What follows belongs to an exercise in optimizing a design on an open flow for a short achievable clock period and few clock cycles per item; a production flow would make more cautious choices.
The RTL was checked by simulation tests, not by an equivalence proof against the original design.
Power is estimated from default activity; no workload was simulated.

==> module mrv1_rf, before the edit <==
module mrv1_rf (
    input  logic               clk_i,
    input  logic               clr_i,       
    input  mrv1_pkg::rf_addr_t rs0_addr_i,
    input  mrv1_pkg::rf_addr_t rs1_addr_i,
    input  logic [7:0]         gsel0_i,
    input  logic [7:0]         gsel1_i,
    input  logic [mrv1_pkg::NUM_TW*(2**mrv1_pkg::RF_ADDR_W)-1:0] w_en_i,   
    input  mrv1_pkg::data_t    w_data_i,
    output mrv1_pkg::data_t    rs0_data_o,
    output mrv1_pkg::data_t    rs1_data_o
);
    localparam int NUM_REGS = 2 ** mrv1_pkg::RF_ADDR_W;
    localparam int NUM_ENT  = mrv1_pkg::NUM_TW * NUM_REGS;
    localparam int GRP_SZ   = 16;
    localparam int NUM_GRP  = NUM_ENT / GRP_SZ;
    mrv1_pkg::data_t regs_q [NUM_ENT];
    mrv1_pkg::data_t w_data;
    assign w_data = w_data_i & {mrv1_pkg::DATA_W{!clr_i}};
    always_ff @(posedge clk_i) begin
        for (int e = 0; e < NUM_ENT; e++) begin
            if (w_en_i[e] || clr_i) begin
                regs_q[e] <= w_data;
            end
        end
    end
    mrv1_pkg::data_t  grp0_q [NUM_GRP];
    mrv1_pkg::data_t  grp1_q [NUM_GRP];
    for (genvar g = 0; g < NUM_GRP; g++) begin : g_grp
        logic [GRP_SZ*mrv1_pkg::DATA_W-1:0] ent;
        mrv1_pkg::data_t rd0, rd1;
        for (genvar i = 0; i < GRP_SZ; i++) begin : g_e
            assign ent[i*mrv1_pkg::DATA_W +: mrv1_pkg::DATA_W] = regs_q[g*GRP_SZ + i];
        end
        mrv1_rf_mux #(.SEL_W(4)) mux0 (.ent_i(ent), .sel_i(rs0_addr_i[3:0]), .data_o(rd0));
        mrv1_rf_mux #(.SEL_W(4)) mux1 (.ent_i(ent), .sel_i(rs1_addr_i[3:0]), .data_o(rd1));
        always_ff @(posedge clk_i) begin
            grp0_q[g] <= gsel0_i[g] ? rd0 : '0;
            grp1_q[g] <= gsel1_i[g] ? rd1 : '0;
        end
    end
    always_comb begin
        rs0_data_o = '0;
        rs1_data_o = '0;
        for (int g = 0; g < NUM_GRP; g++) begin
            rs0_data_o = rs0_data_o | grp0_q[g];
            rs1_data_o = rs1_data_o | grp1_q[g];
        end
    end
endmodule
==> module mrv1_retire, before the edit <==
module mrv1_retire (
    input  logic               clk_i,
    input  logic               rst_down_w,
    input  mrv1_pkg::retire_t  alu_stage_i,
    output mrv1_pkg::retire_t  retire_o,
    output logic               r_wr_o,
    output mrv1_pkg::twid_t    r_twid_o,
    output mrv1_pkg::rf_addr_t r_rd_o,
    output mrv1_pkg::data_t    r_data_o,
    output mrv1_pkg::data_t    wb_data_o,
    output logic [mrv1_pkg::NUM_TW*(2**mrv1_pkg::RF_ADDR_W)-1:0] rf_w_en_o,
    output mrv1_pkg::data_t    rf_w_data_o
);
    mrv1_pkg::retire_t  ret_q;
    logic               r_wr_q;
    mrv1_pkg::twid_t    r_twid_q;
    mrv1_pkg::rf_addr_t r_rd_q;
    mrv1_pkg::data_t    r_data_q;
    mrv1_pkg::data_t    wb_data_q;
    logic [mrv1_pkg::NUM_TW*(2**mrv1_pkg::RF_ADDR_W)-1:0] we_q;
    always_ff @(posedge clk_i) begin
        if (rst_down_w) begin
            ret_q.vld <= 1'b0;
            r_wr_q    <= 1'b0;
            we_q      <= '0;
        end else begin
            ret_q.vld <= alu_stage_i.vld;
            r_wr_q    <= alu_stage_i.vld && (alu_stage_i.rd != '0);
            we_q      <= '0;
            if (alu_stage_i.vld && (alu_stage_i.rd != '0)) begin
                we_q[{alu_stage_i.twid, alu_stage_i.rd}] <= 1'b1;
            end
        end
    end
    always_ff @(posedge clk_i) begin
        if (alu_stage_i.vld) begin
            ret_q.twid <= alu_stage_i.twid;
            ret_q.rd   <= alu_stage_i.rd;
            ret_q.itag <= alu_stage_i.itag;
            ret_q.data <= alu_stage_i.data;
        end
    end
    always_ff @(posedge clk_i) begin
        r_twid_q  <= alu_stage_i.twid;
        r_rd_q    <= alu_stage_i.rd;
        r_data_q  <= alu_stage_i.data;
        wb_data_q <= r_data_q;
    end
    assign retire_o  = ret_q;
    assign r_wr_o    = r_wr_q;
    assign r_twid_o  = r_twid_q;
    assign r_rd_o    = r_rd_q;
    assign r_data_o  = r_data_q;
    assign wb_data_o = wb_data_q;
    assign rf_w_en_o   = we_q;
    assign rf_w_data_o = r_data_q;
endmodule
make LEC_CHECK=0 CAP_MARGIN=20 CORE_MARGIN=2 CORE_UTILIZATION=30 PLACE_DENSITY=0.5 SETUP_SLACK_MARGIN=3.8 SLEW_MARGIN=20 finish   # period 6.5 ns
run.sh (not shown) runs the stock make flow with config.mk's settings and CLKGATE_MAP_FILE= SYNTH_SCRIPT=/design/flow/synth_recipe.tcl, a recipe that flattens the netlist after the stock synthesis.
Testbench counts at the start, summed over its fixed seeds: cycles 24,024, items 24,000.
Rerun with:
--- a/flow/design.v
+++ b/flow/design.v
@@ -220,22 +220,26 @@
     mrv1_pkg::data_t regs_q [NUM_ENT];
     mrv1_pkg::data_t w_data;
     assign w_data = w_data_i & {mrv1_pkg::DATA_W{!clr_i}};
     always_ff @(posedge clk_i) begin
         for (int e = 0; e < NUM_ENT; e++) begin
-            if (w_en_i[e] || clr_i) begin
+            if (((e % NUM_REGS) != 0) && (w_en_i[e] || clr_i)) begin
                 regs_q[e] <= w_data;
             end
         end
     end
     mrv1_pkg::data_t  grp0_q [NUM_GRP];
     mrv1_pkg::data_t  grp1_q [NUM_GRP];
     for (genvar g = 0; g < NUM_GRP; g++) begin : g_grp
         logic [GRP_SZ*mrv1_pkg::DATA_W-1:0] ent;
         mrv1_pkg::data_t rd0, rd1;
         for (genvar i = 0; i < GRP_SZ; i++) begin : g_e
-            assign ent[i*mrv1_pkg::DATA_W +: mrv1_pkg::DATA_W] = regs_q[g*GRP_SZ + i];
+            if (((g*GRP_SZ + i) % NUM_REGS) == 0) begin : g_x0
+                assign ent[i*mrv1_pkg::DATA_W +: mrv1_pkg::DATA_W] = '0;
+            end else begin : g_reg
+                assign ent[i*mrv1_pkg::DATA_W +: mrv1_pkg::DATA_W] = regs_q[g*GRP_SZ + i];
+            end
         end
         mrv1_rf_mux #(.SEL_W(4)) mux0 (.ent_i(ent), .sel_i(rs0_addr_i[3:0]), .data_o(rd0));
         mrv1_rf_mux #(.SEL_W(4)) mux1 (.ent_i(ent), .sel_i(rs1_addr_i[3:0]), .data_o(rd1));
         always_ff @(posedge clk_i) begin
             grp0_q[g] <= gsel0_i[g] ? rd0 : '0;
@@ -397,10 +401,15 @@
         if (alu_stage_i.vld) begin
             ret_q.twid <= alu_stage_i.twid;
             ret_q.rd   <= alu_stage_i.rd;
             ret_q.itag <= alu_stage_i.itag;
             ret_q.data <= alu_stage_i.data;
+        end else begin
+            ret_q.twid <= '0;
+            ret_q.rd   <= '0;
+            ret_q.itag <= '0;
+            ret_q.data <= '0;
         end
     end
     always_ff @(posedge clk_i) begin
         r_twid_q  <= alu_stage_i.twid;
         r_rd_q    <= alu_stage_i.rd;
The new run passed the timing, design-rule and antenna checks; non-clock buffer count climbs by 12; worst setup slack improves by 0.17 ns; hold slack is about the same; final area drops by 2.3%; synthesized area drops by 2.3%; sequential power drops by about 2%; register-to-register slack degrades by 0.19 ns; total power drops by 2.6%; critical path depth climbs by 15; count of clock-buffer cells in the layout drops by 15; fmax climbs by 5.3%; final cell count drops by 0.50%; clock skew drops by 0.014 ns; synthesized cell count climbs by 1.4%.
Testbench counts after the change, summed over its fixed seeds: cycles 24,024, items 24,000.

static timing again, ports no longer ideal:
The results above use ideal ports. As a check the final layouts listed here were re-extracted and re-timed, cells and wires unchanged.
Step 1 assumes that a clkbuf_16 drives the clock port and a buf_2 every other input.
Step 2, shift: input delay + t, output delay - t, t = (earliest + latest rising clock arrival at the registers) / 2. This alone moves slack from input paths to output paths.
Slacks: no drivers / after step 1 / after step 2; pairs: no drivers / after step 1.
| run | t, ns | setup slack, ns | worst setup path after step 2 | cell pins on the clock port's net |
|---|---|---|---|---|
| the first run | 1.230 | 3.089 / 2.946 / 2.795 | input to register | 1 |
| the second run | 1.200 | 3.261 / 3.261 / 2.588 | input to register | 1 |
After both steps setup and hold are still met in every run listed. For the second run, which loses most, drivers alone change the setup slack by 0.000 ns; drivers and shift together by -0.673 ns.
